This design comes from an exercise in tuning for small area, a short achievable clock period and few clock cycles per item on the open sky130 flow, not from production work. Function was checked by simulation only, so behaviour that the tests miss may differ from the original. No activity file was given, so power comes from the tool's default toggle rates.

==> flow/config.mk <==
export PLATFORM = sky130hd
export DESIGN_NAME = conv_window_gen
export DESIGN_NICKNAME = conv_window_gen
export VERILOG_FILES = /design/flow/design.v
export SDC_FILE = /design/flow/constraint.sdc
export NUM_CORES = 4
export LEC_CHECK = 0
export CAP_MARGIN = 20
export CORE_MARGIN = 2
export CORE_UTILIZATION = 40
export SLEW_MARGIN = 20
==> flow/constraint.sdc <==
create_clock -name core_clock -period 6.0 [get_ports {clk}]
set_input_delay 1.2000 -clock core_clock [delete_from_list [all_inputs] [get_ports {clk}]]
set_output_delay 1.2000 -clock core_clock [all_outputs]
set_load 0.01 [all_outputs]
==> flow/design.v <==
`default_nettype none
package conv_window_pkg;
    localparam int DEF_IMG_W = 32;   
    localparam int DEF_IMG_H = 32;   
    localparam int DEF_KSIZE = 5;    
    localparam int DEF_PIX_W = 8;    
    localparam logic [1:0] SCAN_IDLE = 2'd0;   
    localparam logic [1:0] SCAN_LOAD = 2'd1;   
    localparam logic [1:0] SCAN_ROW  = 2'd2;   
    localparam logic [1:0] SCAN_ROLL = 2'd3;
endpackage
`default_nettype wire
`timescale 1ns/1ps
`default_nettype none
module conv_window_gen #(
    parameter int IMG_W = conv_window_pkg::DEF_IMG_W,
    parameter int IMG_H = conv_window_pkg::DEF_IMG_H,
    parameter int KSIZE = conv_window_pkg::DEF_KSIZE,
    parameter int PIX_W = conv_window_pkg::DEF_PIX_W
) (
    input  wire logic                           clk,
    input  wire logic                           reset_n,
    input  wire logic                           i_start,
    input  wire logic                           i_pixel_valid,
    input  wire logic [PIX_W-1:0]               i_pixel,
    input  wire logic                           i_conv_ready,
    output logic                                o_pixel_ready,
    output logic                                o_conv_valid,
    output logic                                o_conv_row_start,
    output logic                                o_conv_row_end,
    output logic                                o_done,
    output logic [KSIZE*KSIZE*PIX_W-1:0]        o_window
);
    localparam int COL_W = $clog2(IMG_W);
    localparam int ROW_W = $clog2(IMG_H);
    localparam int DEPTH = (KSIZE - 1) * IMG_W + KSIZE;   
    localparam logic [COL_W-1:0] LAST_COL  = COL_W'(IMG_W - 1);
    localparam logic [ROW_W-1:0] LAST_ROW  = ROW_W'(IMG_H - 1);
    localparam logic [COL_W-1:0] FIRST_WIN = COL_W'(KSIZE - 1);
    logic             in_full;
    logic [PIX_W-1:0] in_pix;
    logic [COL_W-1:0] in_col;     
    logic [ROW_W-1:0] in_row;
    logic             in_done;    
    logic [PIX_W-1:0] chain [DEPTH];
    logic [COL_W-1:0] sh_col;     
    logic [ROW_W-1:0] sh_row;
    logic win_avail;   
    logic last_win;    
    logic accept, shift, blocked;
    logic in_last;
    logic in_full_n, in_done_n, win_avail_n, conv_valid_n;
    logic sh_win, sh_last;
    assign accept  = i_pixel_valid && o_pixel_ready;
    assign blocked = win_avail && !o_conv_valid;
    assign shift   = in_full && !blocked;
    assign in_last = (in_col == LAST_COL) && (in_row == LAST_ROW);
    assign sh_win  = (sh_col >= FIRST_WIN) && (sh_row >= ROW_W'(KSIZE - 1));
    assign sh_last = (sh_col == LAST_COL) && (sh_row == LAST_ROW);
    always_comb begin
        in_full_n    = accept || (in_full && !shift);
        in_done_n    = in_done || (accept && in_last);
        win_avail_n  = shift ? sh_win : blocked;
        conv_valid_n = win_avail_n && i_conv_ready;
    end
    always_ff @(posedge clk) begin
        if (!reset_n) begin
            o_pixel_ready    <= 1'b0;
            in_full          <= 1'b0;
            in_done          <= 1'b1;
            in_col           <= '0;
            in_row           <= '0;
            sh_col           <= '0;
            sh_row           <= '0;
            win_avail        <= 1'b0;
            last_win         <= 1'b0;
            o_conv_valid     <= 1'b0;
            o_conv_row_start <= 1'b0;
            o_conv_row_end   <= 1'b0;
            o_done           <= 1'b0;
        end else if (i_start) begin
            o_pixel_ready    <= 1'b1;
            in_full          <= 1'b0;
            in_done          <= 1'b0;
            in_col           <= '0;
            in_row           <= '0;
            sh_col           <= '0;
            sh_row           <= '0;
            win_avail        <= 1'b0;
            last_win         <= 1'b0;
            o_conv_valid     <= 1'b0;
            o_conv_row_start <= 1'b0;
            o_conv_row_end   <= 1'b0;
            o_done           <= 1'b0;
        end else begin
            in_full       <= in_full_n;
            in_done       <= in_done_n;
            o_pixel_ready <= !in_done_n && !(in_full_n && win_avail_n && !i_conv_ready);
            if (accept) begin
                in_col <= in_col + 1'b1;
                if (in_col == LAST_COL) in_row <= in_row + 1'b1;
            end
            if (shift) begin
                sh_col   <= sh_col + 1'b1;
                if (sh_col == LAST_COL) sh_row <= sh_row + 1'b1;
                last_win <= sh_last;
                o_conv_row_start <= sh_win && i_conv_ready && (sh_col == FIRST_WIN);
                o_conv_row_end   <= sh_win && i_conv_ready && (sh_col == LAST_COL);
            end else begin
                o_conv_row_start <= blocked && i_conv_ready && (sh_col == FIRST_WIN + 1'b1);
                o_conv_row_end   <= blocked && i_conv_ready && (sh_col == '0);
            end
            win_avail    <= win_avail_n;
            o_conv_valid <= conv_valid_n;
            o_done       <= o_conv_valid && last_win;
        end
    end
    always_ff @(posedge clk) begin
        if (accept) in_pix <= i_pixel;
    end
    always_ff @(posedge clk) begin
        if (shift) begin
            chain[0] <= in_pix;
            for (int k = 1; k < DEPTH; k++) chain[k] <= chain[k-1];
        end
    end
    always_comb begin
        for (int i = 0; i < KSIZE; i++) begin
            for (int j = 0; j < KSIZE; j++) begin
                o_window[(i*KSIZE + j)*PIX_W +: PIX_W] = chain[(KSIZE-1-i)*IMG_W + (KSIZE-1-j)];
            end
        end
    end
endmodule
`default_nettype wire
==> flow/run.sh <==
#!/bin/bash
# synth_recipe.tcl (not shown) runs the flow's synth.tcl, then flattens the netlist and writes it again
# the make line also repeats each setting of config.mk as NAME=value (left out here)
make -C /OpenROAD-flow-scripts/flow DESIGN_CONFIG=/design/flow/config.mk WORK_HOME=/design/flow/orfs CLKGATE_MAP_FILE= SYNTH_SCRIPT=/design/flow/synth_recipe.tcl finish
==> results.txt, run 1 <==
Synth:
- After synthesis, flip-flops and latches occupy between 90% and 100% of the total area.
- In this run the biggest area consumer among cell types represents 96.1% of the synthesized area.
- The commonest cells after synthesis are 1,072 x sky130_fd_sc_hd__edfxtp_1, 29 x sky130_fd_sc_hd__dfxtp_1, 20 x sky130_fd_sc_hd__nor2_1, 15 x sky130_fd_sc_hd__nand2_1, 11 x sky130_fd_sc_hd__ha_1.
- The mapped cell area is 33,500 µm².
- The cell type with the largest total area after synthesis is sky130_fd_sc_hd__edfxtp_1.
- After synthesis, the netlist uses 26 different library cells.
- The proportion of register bits with asynchronous set or reset after synthesis is 0%.
- Counting every net in the synthesized netlist gives approximately 1,200.
- The instance count of the mapped netlist is 1,216.
- Yosys printed 2 warnings.
- Yosys attributes the largest share of cell area to sky130_fd_sc_hd__edfxtp_1 96%, sky130_fd_sc_hd__dfxtp_1 1.7%, sky130_fd_sc_hd__ha_1 0.41%.
- In the synthesized netlist the dominant register cell turns out to be sky130_fd_sc_hd__edfxtp_1.
- Dividing the synthesized area by the synthesized cell count gives between 20 and 30 µm².
- Synthesis inferred between 1,000 and 1,500 register bits.
- sky130_fd_sc_hd__edfxtp_1 is the most common cell in the netlist.
- Yosys mapped a number of flops with a built-in enable equal to ~1,100.

Route:
- In this run, the number of DRC markers left after iteration 0 of detailed routing was between 1,000 and 1,500.
- The routed length per placed instance is between 15 and 20 µm.
- The length of the first detailed-routing pass in iterations is 4.
- Across all layers, the routed design uses around 12,000 vias.
- The routed design has ~42 mm of wire.
- The detail route stage leaves a number of antenna-violating nets equal to 0.
- The post-detailed-route via-to-cell ratio is approximately 4.5.
- The DRC violation count after routing is 0.

Power and ir drop:
- For this design the ratio of total power to cell area is ~380 nW/µm².
- The combinational share of power is less than 1%.
- IR analysis of the VDD net gives a maximum drop of roughly 240 µV.
- The final total power is approximately 16 mW.
- The clock power share is approximately 45%.
- Summed over all nets, the switching power comes to approximately 2.9 mW.
- Cell internal power was estimated by the tool at 12.8 mW.
- The leakage component of the power is roughly 13 nW.
- The switching share of power is 18.7%.
- The proportion of power drawn by flip-flops and latches is between 50% and 60%.

Global routing:
- The total overflow left after global routing is 0.
- The initial antenna violation count was 1.
- The wire length of the first global-routing pass is 67.1 mm.
- The total global routing track utilization is under 10%.
- The via count of the first global-routing pass was ~12,000.
- Entering global routing, the biggest net connects 191 pins.

Timing:
- For the pin with the worst max-slew slack, the measured transition is ~1.1 ns.
- The number of setup violations in the final report is 0.
- Setup repair after global routing left no endpoint under its margin.
- The post-route fraction of the period consumed by the critical path is between 40% and 50%.
- The final count of pins violating max slew came to 0.
- The final count of hold timing violations was 0.
- The maximum clock skew at final layout is about 0.026 ns.
- The worst slew margin relative to its limit is 29.9%.
- The minimum period implied by the final worst setup slack is approximately 3.0 ns.
- Static timing analysis puts the maximum clock frequency at ~340 MHz.
- The aggregate negative setup slack is 0 ns.

CTS:
- For the worst-skew pair, the clock arrives at the later sink with an insertion delay of roughly 0.66 ns.
- The TritonCTS clock tree is done.
- After clock tree synthesis, the flow added hold-fix buffers numbering 0.
- Counting along the longest clock path gives a buffer depth of 3.
- The TritonCTS buffer count is around 110.
- The post-cts gate resize count is 0.
- The tree is rooted in a sky130_fd_sc_hd__clkbuf_16.
- In this run the number of H-tree levels came out at 3.
- Clock-pin slew was measured on the worst setup and hold paths at about 0.06 ns.
- After clock tree synthesis, the setup repair step added 0 buffers.
- The clock sink count is ~1,100.

Die:
- The I/O pin count is 218.
- The die is between 200 and 300 µm tall.
- The starting density of the core is just over 40%.
- The horizontal extent of the die is 293 µm.
- In this run the standard cell core region covers 83,300 µm².
- In this run the core area contains around 110 standard-cell rows.
- The die covers approximately 86,000 µm².

Worst setup path:
- The endpoint type of the worst setup path is an output port.
- STA classifies the critical path startpoint as a register.
- The signal on the critical path passes through clkdlybuf4s50_1.
- The arrival time at the worst endpoint is between 1.5 and 2 ns.
- The critical path's top delay family is buffers and inverters.
- The worst setup path is of the reg -> out kind.
- For the worst setup path, the data required time is roughly 4.8 ns.
- The count of buffering cells on the critical path with inverters included is 1.
- The largest fanout of any net on the critical path is 2.
- The highest cell delay on the worst timing path is approximately 0.67 ns.
- Among all stages on the critical path, the largest delay is contributed by sky130_fd_sc_hd__clkdlybuf4s50_1.

Layout:
- The number of antenna diodes is 0.
- The total of fill cells in the finished design is approximately 6,600.
- The synthesis-to-finish area growth is 22.3%.
- The total number of nets in the final design is approximately 1,600.
- The share of layout cells above drive strength 1 is about 11%.
- Once layout is done, the placed cells without fillers occupy just over 40,000 µm².
- After the flow finishes, the layout carries non-filler instances totaling between 2,000 and 3,000.

Status:
- The flow ran to the end and the layout has no timing, DRC or antenna violations.

Place:
- Summed over all nets, the half-perimeter wirelength after detailed placement is 19.2 mm.
- The number of placed instances with taps included is roughly 2,500.
- The port buffer count is around 220.
- After detailed placement, the total cell area comes to between 30,000 and 40,000 µm².
- The congestion estimate from routability-driven global placement came to ~0.7.

Run:
- The tool flagged a number of max-cap violations equal to 0.

Worst hold path:
- The path class of the tightest hold or removal check is reg -> reg.
==> through the flow <==
step / setup WS (ns) / hold WS, ns / util (%)
2_1_floorplan: -11.12 / 0.400 / -
3_3_place_gp: 3.03 / 0.401 / 44.6
3_5_place_dp: 2.99 / 0.405 / 44.6
4_1_cts: 2.92 / 0.407 / 49.2
5_1_grt: 2.92 / 0.417 / 49.2
6_report: 3.03 / 0.410 / 49.2
==> area by class of cell <==
| type | count | area, µm² | area share, % |
|---|---|---|---|
| Multi-Input combinational cell | 103 | 674 | 1.65 |
| Inverter | 7 | 30.0 | 0.0733 |
| Clock buffer | 133 | 2890 | 7.06 |
| Clock inverter | 71 | 918 | 2.24 |
| Tap cell | 1080 | 1350 | 3.30 |
| Sequential cell | 1101 | 32800 | 80.0 |
| Timing Repair Buffer | 228 | 2320 | 5.67 |
==> placed cells by master (no fill, tap or decap), types with 3 or more instances in the layout <==
cell type	synthesis	routed
sky130_fd_sc_hd__clkbuf_16	0	111
sky130_fd_sc_hd__nor3_1	3	3
sky130_fd_sc_hd__ha_1	11	11
sky130_fd_sc_hd__inv_1	7	6
sky130_fd_sc_hd__edfxtp_1	1072	1072
sky130_fd_sc_hd__clkbuf_1	1	19
sky130_fd_sc_hd__inv_6	0	4
sky130_fd_sc_hd__nand2_1	15	14
sky130_fd_sc_hd__clkinv_2	0	18
sky130_fd_sc_hd__clkdlybuf4s50_1	0	217
sky130_fd_sc_hd__xor2_1	6	6
sky130_fd_sc_hd__bufinv_16	0	19
sky130_fd_sc_hd__clkinvlp_4	0	10
sky130_fd_sc_hd__nand3_1	6	6
sky130_fd_sc_hd__dfxtp_1	29	28
sky130_fd_sc_hd__nand4_1	6	6
sky130_fd_sc_hd__buf_12	0	5
sky130_fd_sc_hd__clkbuf_8	0	3
sky130_fd_sc_hd__and3_1	6	6
sky130_fd_sc_hd__a21oi_1	10	10
sky130_fd_sc_hd__mux2i_1	4	4
sky130_fd_sc_hd__nor2_1	20	20
sky130_fd_sc_hd__xnor2_1	5	5
sky130_fd_sc_hd__buf_4	0	5
sky130_fd_sc_hd__clkinv_1	0	15
==> layer usage <==
metal  global-route usage, %  share of wire (%)  vias up
li1                        -                  -     5571
met1                    14.7                 49     6189
met2                    12.7                 41      302
met3                    3.11                6.2      119
met4                    4.11                3.6        0
met5                       0                  0        -
==> power groups by stage <==
stage	registers, mW	clock network [mW]	logic [mW]
finish	8.49	7.09	0.118
CTS	8.50	7.33	0.121
floorplan	8.75	0	0.0490
global placement	8.65	0	0.117
global route	8.50	7.63	0.130
detailed placement	8.66	0	0.122
==> cell families after synthesis <==
| kind of cell | Yosys count | share of synthesized area [%] |
|---|---|---|
| fa+ha+maj | 11 | 0.411 |
| compound gates | 14 | 0.228 |
| mux | 4 | 0.120 |
| xor+xnor | 11 | 0.288 |
| flops | 1101 | 97.9 |
| buf+inv | 12 | 0.164 |
| simple gates | 63 | 0.923 |
==> flip-flops by register name (all words and copies together), names as in the netlist, 5 cells and up <==
signal  flops
chain    1064
in_pix      8
in_col      5
in_row      5
sh_col      5
sh_row      5
==> worst paths after layout <==
check                                             from                      to  slack (ns)  cells after the start
worst min register to register  chain[24][2]$_DFFE_PN_  chain[25][2]$_DFFE_PN_        0.41                      0
worst min-delay path            chain[24][2]$_DFFE_PN_  chain[25][2]$_DFFE_PN_        0.41                      0
worst max-delay path            chain[66][0]$_DFFE_PN_            o_window[96]        3.03                      1
worst max register to register      in_full$_SDFF_PP0_  chain[99][5]$_DFFE_PN_        3.33                      3
==> worst reg2reg max path, stage by stage (launching register included) <==
cell and delay, ns:
sky130_fd_sc_hd__dfxtp_1 0.60, sky130_fd_sc_hd__nand2_4 0.14, sky130_fd_sc_hd__clkinvlp_4 0.65, sky130_fd_sc_hd__buf_12 0.63
Testbench counts, summed over its fixed seeds: cycles 32,896, frames 32.
==> run 2: changes to the inputs <==
==> flow/flow/run.sh (new file) <==
#!/bin/bash
# The standard layout (standard synthesis included), with two changes to how it is made:
# ports are buffered with a plain buf_1 rather than the delay buffer the resizer would pick,
# and the resizer may swap a cell for one of another footprint (so a port buffer can be
# resized to any buffer). make's full output goes to make.log, each ORFS step's to orfs/logs.
set -euo pipefail
cd "$(dirname "$0")/.."
bash standard.sh MATCH_CELL_FOOTPRINT=0 "BUFFER_PORTS_ARGS=-buffer_cell sky130_fd_sc_hd__buf_1" finish > make.log 2>&1
==> flow/standard.sh (new file) <==
#!/bin/bash
# synth_recipe.tcl (not shown) runs the flow's synth.tcl, then flattens the netlist and writes it again
# the make line also repeats each setting of config.mk as NAME=value (left out here)
make -C /OpenROAD-flow-scripts/flow DESIGN_CONFIG=/design/flow/config.mk WORK_HOME=/design/flow/orfs CLKGATE_MAP_FILE= SYNTH_SCRIPT=/design/flow/synth_recipe.tcl "${@:-finish}"
--- a/flow/config.mk
+++ b/flow/config.mk
@@ -7,5 +7,9 @@
 export LEC_CHECK = 0
 export CAP_MARGIN = 20
 export CORE_MARGIN = 2
-export CORE_UTILIZATION = 40
+export CORE_UTILIZATION = 60
+export CTS_CLUSTER_DIAMETER = 120
+export CTS_CLUSTER_SIZE = 30
+export PLACE_DENSITY = 0.7
+export SETUP_SLACK_MARGIN = 3.5
 export SLEW_MARGIN = 20
removed: flow/run.sh
==> results.txt, run 2 <==
Power and ir drop:
- The highest ir drop seen on vdd is 213 µV (was 241 µV).
- The reported net switching power is 2.10 mW (was 2.93 mW).
- The combinational share of power was 0.8% (about the same).
- The proportion of power drawn by flip-flops and latches came to 71.4% (was 54.1%).
- The final total power is 11.9 mW (was 15.7 mW).
- The power per standard cell area came to 325 nW/µm² (was 383 nW/µm²).
- The internal cell power came to 9.79 mW (was 12.8 mW).
- The switching share of power is 17.7% (was 18.7%).
- The clock power share is 27.8% (was 45.1%).
- The leakage component of the power is 11.1 nW (was 13.0 nW).

Route:
- The total via count in the routed design came to 11,377 (was 12,181).
- The length of the first detailed-routing pass in iterations is 7 (was 4).
- The number of routed nets with antenna violations came to 0 (unchanged).
- The first-iteration detailed-routing DRC count is 945 (was 1,028).
- The DRC violation count after routing is 0 (unchanged).
- The routed length per placed instance is 16.6 µm (was 15.4 µm).
- The aggregate routed wire length is 37.1 mm (was 41.9 mm).
- The post-detailed-route via-to-cell ratio came to 5.07 (was 4.47).

Worst setup path:
- The worst flop-to-flop path endpoint was chain[28][0]$_DFFE_PN_ (was chain[99][5]$_DFFE_PN_).
- The highest cell delay on the worst timing path is 0.47 ns (was 0.67 ns).
- The number of stages on the worst setup path is 1 (unchanged).
- The endpoint type of the worst setup path is an output port (unchanged).
- Cells along the critical path: buf_1 (was clkdlybuf4s50_1).
- The largest fanout of any net on the critical path is 2 (unchanged).
- The worst setup path category is reg -> out (unchanged).
- The count of buffering cells on the critical path with inverters included is 1 (unchanged).
- The critical path launch point type is a register (unchanged).
- The source of the critical timing path is chain[64][2]$_DFFE_PN_ (was chain[66][0]$_DFFE_PN_).
- The arrival time at the worst endpoint is 1.23 ns (was 1.77 ns).
- The path depth of the worst reg2reg path was 4 (was 3).
- The data required time at the worst endpoint came to 4.80 ns (about the same).
- The critical path capture point is o_window[114] (was o_window[96]).
- The critical path's top delay family is flip-flops (was buffers and inverters).
- The worst setup slack for register-to-register paths was 3.70 ns (was 3.33 ns).
- The cell with the largest stage delay on the worst path is sky130_fd_sc_hd__edfxtp_1 (was sky130_fd_sc_hd__clkdlybuf4s50_1).
- The launching point of the worst reg2reg path was in_full$_SDFF_PP0_ (unchanged).

Timing:
- The post-route fraction of the period consumed by the critical path is 40.5% (was 49.5%).
- The timing-limited maximum frequency was 411 MHz (was 337 MHz).
- The number of setup violations in the final report is 0 (unchanged).
- The worst slew margin relative to its limit is 43.2% (was 29.9%).
- Unrepaired setup endpoints after global routing: false (unchanged).
- The setup slack of the critical path after layout was 3.57 ns (was 3.03 ns).
- The worst-margin pin slew came to 0.848 ns (was 1.05 ns).
- The maximum clock skew at final layout is 0.0140 ns (was 0.0264 ns).
- The minimum period implied by the final worst setup slack is 2.43 ns (was 2.97 ns).
- The final count of pins violating max slew is 0 (unchanged).
- The final count of hold timing violations is 0 (unchanged).
- The aggregate negative setup slack is 0 ns (unchanged).

CTS:
- The clock sink count came to 1,101 (unchanged).
- The clock insertion delay at the later pin of the skew report is 0.59 ns (was 0.66 ns).
- The hold buffer count at CTS is 0 (unchanged).
- The buffer cell driving the clock tree root is sky130_fd_sc_hd__clkbuf_16 (unchanged).
- The deepest level of the CTS H-tree was 2 (was 3).
- The maximum buffer depth of the clock tree is 3 (unchanged).
- The clock transition at the register clock pins on the worst setup and hold paths after CTS is 0.11 ns (was 0.06 ns).
- The TritonCTS buffer count is 42 (was 109).
- The TritonCTS clock tree is done (unchanged).
- The post-CTS setup-driven buffer insertion count was 0 (unchanged).

Place:
- The post-place instance area is 35,500 µm² (was 37,100 µm²).
- The worst setup timing slack at the placement stage is 3.19 ns (was 2.99 ns).
- The port buffer count is 217 (unchanged).
- The final weighted congestion in routability-driven placement came to 0.712 (was 0.711).
- The final HPWL from detailed placement came to 18.7 mm (was 19.2 mm).

Layout:
- The multi-input gate area in the final layout is 674 µm² (unchanged).
- The synthesis-to-finish area growth was 9.27% (was 22.3%).
- The share of layout cells above drive strength 1 came to 4.55% (was 11.3%).
- The area occupied by registers is 32,800 µm² (unchanged).
- The total of fill cells in the finished design is 3,456 (was 6,565).
- Largest registers: chain x1064, in_pix x8 (unchanged).
- The register bank with the most flops is chain (unchanged).
- The commonest non-fill, non-tap cell in the layout is sky130_fd_sc_hd__edfxtp_1 (unchanged).
- The post-route core utilization was 66.4% (was 49.2%).
- The total number of nets in the final design is 1,513 (was 1,574).
- The area of all placed cells without fillers is 36,600 µm² (was 41,000 µm²).
- The flip-flop count of the largest register after layout came to 1,064 (unchanged).
- Leading cell types in the layout, fill and taps excluded: 1,072 x sky130_fd_sc_hd__edfxtp_1, 216 x sky130_fd_sc_hd__buf_1, 43 x sky130_fd_sc_hd__clkbuf_16, 28 x sky130_fd_sc_hd__dfxtp_1, 20 x sky130_fd_sc_hd__nor2_1 (was 1,072 x sky130_fd_sc_hd__edfxtp_1, 217 x sky130_fd_sc_hd__clkdlybuf4s50_1, 111 x sky130_fd_sc_hd__clkbuf_16, 28 x sky130_fd_sc_hd__dfxtp_1, 20 x sky130_fd_sc_hd__nor2_1).
- The number of antenna diodes is 0 (unchanged).

Global routing:
- The layer carrying the most global-route usage is met1 (unchanged).
- The via count of the first global-routing pass was 10,639 (was 12,150).
- The met2 global-route usage was 17.3% (was 12.7%).
- The total global routing track utilization is 12.7% (was 9.65%).
- The sum of overflow across all layers after global routing is 0 (unchanged).
- The initial antenna violation count is 0 (was 1).
- The met1 global-route usage is 21.0% (was 14.7%).
- The wire length of the first global-routing pass was 57.7 mm (was 67.1 mm).
- The largest net degree at the start of global routing came to 157 (was 191).
- The met3 demand-to-capacity share in global routing came to 3.04% (was 3.11%).

Synth:
- The mapped cell area is 33,500 µm² (unchanged).
- The instance count of the mapped netlist was 1,216 (unchanged).
- The mean instance size in the synthesized netlist is 27.5 µm² (unchanged).
- The top-area cell type share of the netlist area was 96.1% (unchanged).
- The most instantiated library cell after synthesis is sky130_fd_sc_hd__edfxtp_1 (unchanged).
- The number of flip-flops and latches in the synthesized netlist is 1,101 (unchanged).
- The number of warnings reported in the yosys synthesis log is 2 (unchanged).
- The post-synthesis sequential area ratio is 97.9% (unchanged).
- The number of flops mapped to enable cells by yosys is 1,072 (unchanged).
- Synth top cells by count: 1,072 x sky130_fd_sc_hd__edfxtp_1, 29 x sky130_fd_sc_hd__dfxtp_1, 20 x sky130_fd_sc_hd__nor2_1, 15 x sky130_fd_sc_hd__nand2_1, 11 x sky130_fd_sc_hd__ha_1 (unchanged).
- The net count of the mapped netlist is 1,240 (unchanged).
- The cell type with the largest total area after synthesis is sky130_fd_sc_hd__edfxtp_1 (unchanged).
- Largest cells by area after synthesis: sky130_fd_sc_hd__edfxtp_1 96%, sky130_fd_sc_hd__dfxtp_1 1.7%, sky130_fd_sc_hd__ha_1 0.41% (unchanged).
- The post-synthesis cell type count was 26 (unchanged).
- The proportion of register bits with asynchronous set or reset after synthesis is 0% (unchanged).
- The flip-flop cell with the highest count after synthesis is sky130_fd_sc_hd__edfxtp_1 (unchanged).

Die:
- The core box area came to 55,100 µm² (was 83,300 µm²).
- The vertical die dimension is 240 µm (was 293 µm).
- The starting density of the core is 60.8% (was 40.2%).
- The horizontal extent of the die is 240 µm (was 293 µm).
- The I/O pin count is 218 (unchanged).
- The number of rows created at floorplan came to 86 (was 106).
- The die area is 57,700 µm² (was 86,000 µm²).

Worst hold path:
- The worst min-delay path category is reg -> reg (unchanged).

Status:
- Run status: no timing/DRC/antenna violations (unchanged).

Run:
- The total of max-cap violations is 0 (unchanged).
run 2: changes by cell type in the layout (fill, tap and decap cells not counted), moves of 2 or more:
cell,delta
sky130_fd_sc_hd__clkbuf_16,-68
sky130_fd_sc_hd__bufinv_16,-19
sky130_fd_sc_hd__clkinv_2,-18
sky130_fd_sc_hd__clkbuf_8,-3
sky130_fd_sc_hd__buf_1,+216
sky130_fd_sc_hd__inv_16,-2
sky130_fd_sc_hd__clkbuf_1,-13
sky130_fd_sc_hd__inv_6,-3
sky130_fd_sc_hd__clkinvlp_4,-9
sky130_fd_sc_hd__clkinvlp_2,+2
sky130_fd_sc_hd__clkinv_4,-2
sky130_fd_sc_hd__clkdlybuf4s50_1,-217
sky130_fd_sc_hd__buf_12,+4
sky130_fd_sc_hd__clkinv_1,-15
run 2: final cells by class:
type	instances	share of cell area, %
clock buffer	49	3.00
tap	748	2.56
timing repair buffer	232	2.87
inverter	7	0.0821
timing repair inverter	2	0.0274
multi-input combinational	103	1.84
clock inverter	2	0.0547
sequential	1101	89.6
run 2: worst min path at each step:
stage                            startpoint                       to  slack [ns]  depth (start not counted)
finish               chain[71][7]$_DFFE_PN_   chain[72][7]$_DFFE_PN_        0.42                          0
global route         chain[88][1]$_DFFE_PN_   chain[89][1]$_DFFE_PN_        0.43                          0
CTS                  chain[71][7]$_DFFE_PN_   chain[72][7]$_DFFE_PN_        0.42                          0
detailed placement  chain[105][4]$_DFFE_PN_  chain[106][4]$_DFFE_PN_        0.40                          0
global placement    chain[101][6]$_DFFE_PN_  chain[102][6]$_DFFE_PN_        0.40                          0
floorplan               in_pix[0]$_DFFE_PP_    chain[0][0]$_DFFE_PN_        0.40                          0
run 2: logic make-up (layout without fill, tap and decap cells):
family          after synthesis  after routing  share of synthesized area (%)
compound gates               14             14                          0.228
flops                      1101           1101                           97.9
mux                           4              4                          0.120
xor+xnor                     11             11                          0.288
buf+inv                      12            292                          0.164
fa+ha+maj                    11             11                          0.411
simple gates                 63             63                          0.923
run 2: through the flow:
step                      hold slack [ns]  std cells
after floorplan                     0.400       1216
after global routing                0.426       2244
after detailed placement            0.405       2191
final                               0.420       2244
after global placement              0.400       2191
after CTS                           0.422       2243
run 2: metal layers:
layer | vias up | share of wire, %
li1 | 5352 | -
met3 | 46 | 4.7
met1 | 5772 | 51
met4 | 0 | 1.8
met5 | - | 0
met2 | 207 | 43
run 2: power groups by stage:
stage	sequential, mW	combinational, mW	clock [mW]
floorplan	8.75	0.0490	0
detailed placement	8.66	0.0967	0
global route	8.49	0.106	3.68
CTS	8.48	0.0959	3.46
global placement	8.65	0.0933	0
finish	8.48	0.0939	3.31
run 2: repair_timing:
item,4_1_cts,5_1_grt
gates cloned,1,1
setup endpoints to repair,450,253
resized for setup,2,1

re-timing with driven ports:
The flow's constraints put no driver on any port. The routed layouts listed below were extracted and timed again, unchanged, in two steps.
Step 1 assumes that a clkbuf_16 drives the clock port and a buf_2 every other input.
Step 2, shift: input delay + t, output delay - t, t = (earliest + latest rising clock arrival at the registers) / 2. This alone moves slack from input paths to output paths.
Three values: no drivers, after step 1, after step 2; two values: the first two.
| run | t, ns | setup WS [ns] | worst register clock-pin slew, ns |
|---|---|---|---|
| run 1 | 0.701 | 3.031 / 2.973 / 2.948 | 0.07 / 0.07 |
| run 2 | 0.637 | 3.569 / 3.513 / 3.337 | 0.11 / 0.11 |
After both steps setup and hold are still met in every run listed. For run 2, which loses most, drivers alone change the setup slack by -0.056 ns; drivers and shift together by -0.232 ns.
